From an optimization exercise on the open Yosys and OpenROAD flow, aimed at small area, a short achievable clock period and few clock cycles per item; shortcuts taken in it are not production practice.
At most, simulation tests tie the RTL to the original design; equivalence was not proved.

Setup of the baseline:
==> flow/design.v <==
package mem_ctrl_pkg;
	localparam int AWID  = 32;        
	localparam int DWID  = 64;        
	localparam int TID_W = 4;         
	localparam int SEL_W = DWID / 8;  
	typedef enum logic [1:0] {
		FN_LOAD   = 2'd0,   
		FN_LOADZ  = 2'd1,   
		FN_STORE  = 2'd2,
		FN_SETSEG = 2'd3    
	} mem_func_e;
	typedef enum logic [1:0] {
		SZ_B = 2'd0,   
		SZ_W = 2'd1,   
		SZ_T = 2'd2,   
		SZ_O = 2'd3    
	} mem_size_e;
	typedef enum logic [7:0] {
		FLT_NONE = 8'h00,
		FLT_SGB  = 8'h31   
	} fault_e;
	typedef struct packed {
		logic [AWID-1:0] base;
		logic [AWID-1:0] limit;
	} seg_desc_t;
	typedef union packed {
		logic [DWID-1:0] sdat;
		seg_desc_t       desc;
	} req_payload_u;
	typedef struct packed {
		logic [TID_W-1:0] tid;
		mem_func_e        func;
		mem_size_e        size;
		logic [AWID-1:0]  adr;       
		req_payload_u     payload;
	} mem_req_t;
	typedef struct packed {
		logic [TID_W-1:0] tid;
		fault_e           cause;
		logic [DWID-1:0]  res;
		logic [AWID-1:0]  bad_addr;
	} mem_resp_t;
	typedef struct packed {
		logic             cyc;
		logic             stb;
		logic             we;
		logic [SEL_W-1:0] sel;
		logic [AWID-1:0]  adr;
		logic [DWID-1:0]  dat;
	} bus_req_t;
endpackage
`timescale 1ns/1ps
module load_align (
	input  logic [mem_ctrl_pkg::DWID-1:0] rdata_i,
	input  logic [7:0]                    lane_oh_i,
	input  mem_ctrl_pkg::mem_size_e       size_i,
	input  logic                          zext_i,
	output logic [mem_ctrl_pkg::DWID-1:0] res_o
);
	logic        sz_b;
	logic        sz_w;
	logic        sz_t;
	logic        sz_o;
	logic [7:0]  sgn_sel;    
	logic [7:0]  b0;
	logic [7:0]  b1;
	logic [15:0] b23;
	logic [31:0] b47;
	logic        fill;
	assign sz_b = (size_i == mem_ctrl_pkg::SZ_B);
	assign sz_w = (size_i == mem_ctrl_pkg::SZ_W);
	assign sz_t = (size_i == mem_ctrl_pkg::SZ_T);
	assign sz_o = (size_i == mem_ctrl_pkg::SZ_O);
	always_comb begin
		b0 = '0;
		for (int k = 0; k < 8; k++)
			b0 |= {8{lane_oh_i[k]}} & rdata_i[8*k +: 8];
		b1 = '0;
		for (int j = 0; j < 4; j++)
			b1 |= {8{lane_oh_i[2*j] & ~sz_b}} & rdata_i[16*j + 8 +: 8];
		b23 = ({16{lane_oh_i[0] & (sz_t | sz_o)}} & rdata_i[31:16])
		    | ({16{lane_oh_i[4] & sz_t}} & rdata_i[63:48]);
		b47 = {32{lane_oh_i[0] & sz_o}} & rdata_i[63:32];
		for (int k = 0; k < 8; k++)
			sgn_sel[k] = ~zext_i & ((sz_b & lane_oh_i[k])
				| (sz_w & (k % 2 == 1) & lane_oh_i[k - k % 2])
				| (sz_t & (k % 4 == 3) & lane_oh_i[k - k % 4]));
		fill = 1'b0;
		for (int k = 0; k < 8; k++)
			fill |= sgn_sel[k] & rdata_i[8*k + 7];
		res_o = {b47 | {32{fill}},
		         b23 | {16{fill & (sz_b | sz_w)}},
		         b1  | {8{fill & sz_b}},
		         b0};
	end
endmodule
`timescale 1ns/1ps
module ks_add32 (
	input  logic [31:0] a_i,
	input  logic [31:0] b_i,
	output logic [31:0] s_o
);
	logic [5:0][31:0] g;
	logic [5:0][31:0] p;
	assign g[0] = a_i & b_i;
	assign p[0] = a_i ^ b_i;
	for (genvar l = 1; l < 6; l++) begin : g_lvl
		localparam int D = 1 << (l - 1);
		for (genvar i = 0; i < 32; i++) begin : g_bit
			if (i >= D) begin : g_op
				assign g[l][i] = g[l-1][i] | (p[l-1][i] & g[l-1][i-D]);
				assign p[l][i] = p[l-1][i] & p[l-1][i-D];
			end else begin : g_pass
				assign g[l][i] = g[l-1][i];
				assign p[l][i] = p[l-1][i];
			end
		end
	end
	assign s_o = p[0] ^ {g[5][30:0], 1'b0};
endmodule
module ks_gt32 (
	input  logic [31:0] a_i,
	input  logic [31:0] b_i,
	output logic        gt_o
);
	logic [5:0][31:0] g;
	logic [5:0][31:0] e;
	assign g[0] = a_i & ~b_i;
	assign e[0] = ~(a_i ^ b_i);
	for (genvar l = 1; l < 6; l++) begin : g_lvl
		localparam int D = 1 << (l - 1);
		for (genvar i = 0; i < 32; i++) begin : g_bit
			if (i >= D) begin : g_op
				assign g[l][i] = g[l-1][i] | (e[l-1][i] & g[l-1][i-D]);
				assign e[l][i] = e[l-1][i] & e[l-1][i-D];
			end else begin : g_pass
				assign g[l][i] = g[l-1][i];
				assign e[l][i] = e[l-1][i];
			end
		end
	end
	assign gt_o = g[5][31];
endmodule
`timescale 1ns/1ps
module mem_ctrl_top #(
	parameter int REQ_DEPTH  = 4,
	parameter int RESP_DEPTH = 4
) (
	input  logic                          clk,
	input  logic                          rst,
	input  mem_ctrl_pkg::mem_req_t        req_i,
	input  logic                          req_wr_i,
	output logic                          req_full_o,
	output mem_ctrl_pkg::mem_resp_t       resp_o,
	output logic                          resp_valid_o,
	input  logic                          resp_rd_i,
	output mem_ctrl_pkg::bus_req_t        bus_o,
	input  logic                          ack_i,
	input  logic [mem_ctrl_pkg::DWID-1:0] dat_i
);
	logic [31:0] seg_base;
	logic [31:0] seg_limit;
	logic        st_v;       
	logic        st_cyc;     
	logic        st_ovf;     
	logic        st_rv;      
	logic        st_we;      
	logic [7:0]  st_sel;     
	logic [7:0]  st_loh;     
	logic        st_zx;      
	logic        st_flt;     
	logic [1:0]  st_sz;
	logic [3:0]  st_tid;
	logic [31:0] st_adr;     
	logic [63:0] st_dat;     
	logic        r_v;
	logic        r_flt;
	logic [3:0]  r_tid;
	logic [63:0] r_dat;      
	logic rfree;
	logic leave;
	logic acc;
	logic ack;
	assign ack        = st_cyc & ack_i;
	assign rfree      = ~r_v | resp_rd_i;
	assign leave      = st_v & (~st_cyc | ack_i) & rfree;
	assign req_full_o = (st_cyc & ~ack_i) | (st_rv & ~resp_rd_i);
	assign acc        = req_wr_i & ~req_full_o;
	logic st_load;
	logic dat_hold;
	logic dat_catch;
	assign st_load   = ~req_full_o;
	assign dat_hold  = (st_we & ~ack_i) | (st_ovf & ~rfree);
	assign dat_catch = st_cyc & ~rfree;
	logic st_v_n;
	logic r_v_n;
	assign st_v_n = acc | (st_v & ~leave);
	assign r_v_n  = leave | (r_v & ~resp_rd_i);
	logic [1:0]  q_fn;
	logic [1:0]  q_sz;
	logic [31:0] q_adr;
	logic [63:0] q_pay;
	logic        q_set;
	logic        q_over;
	logic [31:0] q_reloc;
	logic [2:0]  q_lo;
	logic [63:0] q_rep;
	assign q_fn    = req_i.func;
	assign q_sz    = req_i.size;
	assign q_adr   = req_i.adr;
	assign q_pay   = req_i.payload;
	assign q_set   = (q_fn == mem_ctrl_pkg::FN_SETSEG);
	ks_gt32 u_over (
		.a_i  (q_adr),
		.b_i  (seg_limit),
		.gt_o (q_over)
	);
	ks_add32 u_reloc (
		.a_i (seg_base),
		.b_i (q_adr),
		.s_o (q_reloc)
	);
	always_comb begin
		case (q_sz)
		mem_ctrl_pkg::SZ_B: q_lo = 3'b000;
		mem_ctrl_pkg::SZ_W: q_lo = 3'b001;
		mem_ctrl_pkg::SZ_T: q_lo = 3'b011;
		default:            q_lo = 3'b111;
		endcase
	end
	always_comb begin
		for (int k = 0; k < 8; k++) begin
			case (q_sz)
			mem_ctrl_pkg::SZ_B: q_rep[8*k +: 8] = q_pay[7:0];
			mem_ctrl_pkg::SZ_W: q_rep[8*k +: 8] = q_pay[8*(k % 2) +: 8];
			mem_ctrl_pkg::SZ_T: q_rep[8*k +: 8] = q_pay[8*(k % 4) +: 8];
			default:            q_rep[8*k +: 8] = q_pay[8*k +: 8];
			endcase
		end
	end
	logic       q_bus;
	logic [2:0] q_lane;
	logic [7:0] q_sel;
	assign q_bus  = req_wr_i & ~q_set & ~q_over;
	assign q_lane = q_reloc[2:0] & ~q_lo;
	always_comb begin
		for (int k = 0; k < 8; k++)
			q_sel[k] = q_bus & ((q_sz == 2'd3)
				| ((k[2] == q_lane[2]) & ((q_sz == 2'd2)
				| ((k[1] == q_lane[1]) & ((q_sz == 2'd1)
				| (k[0] == q_lane[0]))))));
	end
	always_ff @(posedge clk) begin
		if (rst) begin
			seg_base  <= '0;
			seg_limit <= '1;
			st_v      <= 1'b0;
			st_cyc    <= 1'b0;
			st_ovf    <= 1'b0;
			st_rv     <= 1'b0;
			st_we     <= 1'b0;
			st_sel    <= '0;
			r_v       <= 1'b0;
		end else begin
			if (acc && q_set)
				{seg_base, seg_limit} <= q_pay;
			if (acc)
				st_cyc <= ~q_set & ~q_over;
			else if (ack_i)
				st_cyc <= 1'b0;
			if (st_load) begin
				st_we  <= q_bus & (q_fn == mem_ctrl_pkg::FN_STORE);
				st_sel <= q_sel;
			end else if (ack_i) begin
				st_we  <= 1'b0;
				st_sel <= '0;
			end
			st_v   <= st_v_n;
			r_v    <= r_v_n;
			st_rv  <= st_v_n & r_v_n;
			st_ovf <= ~rfree & (st_ovf | ack);
		end
	end
	always_ff @(posedge clk) begin
		if (st_load) begin
			st_tid <= req_i.tid;
			st_sz  <= q_sz;
			st_loh <= {8{q_bus & ~q_fn[1]}} & (8'd1 << q_lane);
			st_zx  <= (q_fn == mem_ctrl_pkg::FN_LOADZ);
			st_flt <= ~q_set & q_over;
			st_adr <= q_over ? q_adr : {q_reloc[31:3], q_lane};
		end
		if (!dat_hold)
			st_dat <= dat_catch ? dat_i : q_rep;
	end
	logic [63:0] ld_res;
	load_align u_align (
		.rdata_i   (st_ovf ? st_dat : dat_i),
		.lane_oh_i (st_loh),
		.size_i    (mem_ctrl_pkg::mem_size_e'(st_sz)),
		.zext_i    (st_zx),
		.res_o     (ld_res)
	);
	always_ff @(posedge clk) begin
		if (rfree) begin
			r_tid <= st_tid;
			r_flt <= st_flt;
			r_dat <= {ld_res[63:32], ld_res[31:0] | (st_flt ? st_adr : '0)};
		end
	end
	assign resp_valid_o    = r_v;
	assign resp_o.tid      = r_tid;
	assign resp_o.cause    = r_flt ? mem_ctrl_pkg::FLT_SGB : mem_ctrl_pkg::FLT_NONE;
	assign resp_o.res      = {r_dat[63:32], r_flt ? 32'h0 : r_dat[31:0]};
	assign resp_o.bad_addr = r_flt ? r_dat[31:0] : 32'h0;
	assign bus_o.cyc = st_cyc;
	assign bus_o.stb = st_cyc;
	assign bus_o.we  = st_we;
	assign bus_o.sel = st_sel;
	assign bus_o.adr = st_adr;
	assign bus_o.dat = st_dat;
endmodule
clock: 4.0 ns
lec_check: 0
abc_area: 1
cap_margin: 20
core_margin: 2
core_utilization: 40
setup_slack_margin: 2.0
slew_margin: 20
tns_end_percent: 0
standard.sh (not shown) runs the stock make flow with config.mk's settings and CLKGATE_MAP_FILE= SYNTH_SCRIPT=/design/flow/synth_recipe.tcl, a recipe that flattens the netlist after the stock synthesis.
==> flow/flow/run.sh <==
#!/bin/bash
# standard layout, with plain buf_1 cells as the port buffers instead of the
# default delay buffers; each step's own log is kept by ORFS under orfs/logs
set -euo pipefail
export BUFFER_PORTS_ARGS="-buffer_cell sky130_fd_sc_hd__buf_1"
bash standard.sh MATCH_CELL_FOOTPRINT=0 finish > standard_make.log 2>&1
The baseline reached the end of the flow, and the finished layout is clean on the timing, DRC and antenna checks.
Setup changes, the baseline to the candidate
-- flow/design.v --
<<< the baseline, line 177
	logic        r_flt;
	logic [3:0]  r_tid;
	logic [63:0] r_dat;      
	logic rfree;
	logic leave;
>>> the candidate, line 177
	logic        r_flt;
	logic [3:0]  r_tid;
	logic [63:0] r_res;
	logic [31:0] r_bad;
	logic rfree;
	logic leave;
<<< the baseline, line 306
			r_tid <= st_tid;
			r_flt <= st_flt;
			r_dat <= {ld_res[63:32], ld_res[31:0] | (st_flt ? st_adr : '0)};
		end
	end
>>> the candidate, line 307
			r_tid <= st_tid;
			r_flt <= st_flt;
			r_res <= ld_res;
			r_bad <= st_flt ? st_adr : '0;
		end
	end
<<< the baseline, line 312
	assign resp_o.tid      = r_tid;
	assign resp_o.cause    = r_flt ? mem_ctrl_pkg::FLT_SGB : mem_ctrl_pkg::FLT_NONE;
	assign resp_o.res      = {r_dat[63:32], r_flt ? 32'h0 : r_dat[31:0]};
	assign resp_o.bad_addr = r_flt ? r_dat[31:0] : 32'h0;
	assign bus_o.cyc = st_cyc;
	assign bus_o.stb = st_cyc;
>>> the candidate, line 314
	assign resp_o.tid      = r_tid;
	assign resp_o.cause    = r_flt ? mem_ctrl_pkg::FLT_SGB : mem_ctrl_pkg::FLT_NONE;
	assign resp_o.res      = r_res;
	assign resp_o.bad_addr = r_bad;
	assign bus_o.cyc = st_cyc;
	assign bus_o.stb = st_cyc;
Results
- Between the baseline and the candidate, signed area change from the synthesized netlist to the final layout is lower for the baseline, the candidate comes in above that.
- Compare the baseline and the candidate | sequential share of layout area lower: the baseline
- Synthesized area per cell ends up lower on the baseline.
- Of the candidate and the baseline, it is the candidate that has the higher number of antenna violations at the first check in global routing.
- The sequential fraction of the synthesis area number comes out lower for the baseline vs the candidate.
- As of the candidate, flip-flop and latch count after synthesis had risen by more than 10% compared to the baseline.
- On count of placed standard cells including taps, the higher figure sits with the baseline, not the candidate.
- Total placed instance area in the candidate vs the baseline: up 3.2%
- Global-route wire length before repair (higher): the baseline
Testbench counts of the candidate, summed over its fixed seeds: cycles 10,823, items 3,200.
Function not checked in the baseline: the RTL went through the layout flow alone.

port drivers added, routing unchanged:
How much do the figures lean on ideal ports? The routed layouts below were timed once more, with nothing changed but the port constraints. Step 1, drivers: a clkbuf_16 drives clk and a buf_2 each remaining input, both assumed. Step 2, shift: input delay + t, output delay - t, t = (earliest + latest rising clock arrival at the registers) / 2. This alone moves slack from input paths to output paths. a / b / c = ideal / step 1 / step 2; a / b = the first two.
run | t (ns) | setup slack, ns | worst setup path after step 2 | slew at the worst register clock pin (ns) | cell pins on the clock port's net
the baseline | 0.623 | 1.659 / 1.610 / 1.058 | input to register | 0.06 / 0.06 | 1
the candidate | 0.595 | 1.744 / 1.744 / 1.196 | input to register | 0.07 / 0.07 | 1
After both steps every run listed still meets setup and hold. The setup slack of the baseline, which loses most, moves by -0.049 ns with the drivers and by -0.601 ns with both steps.
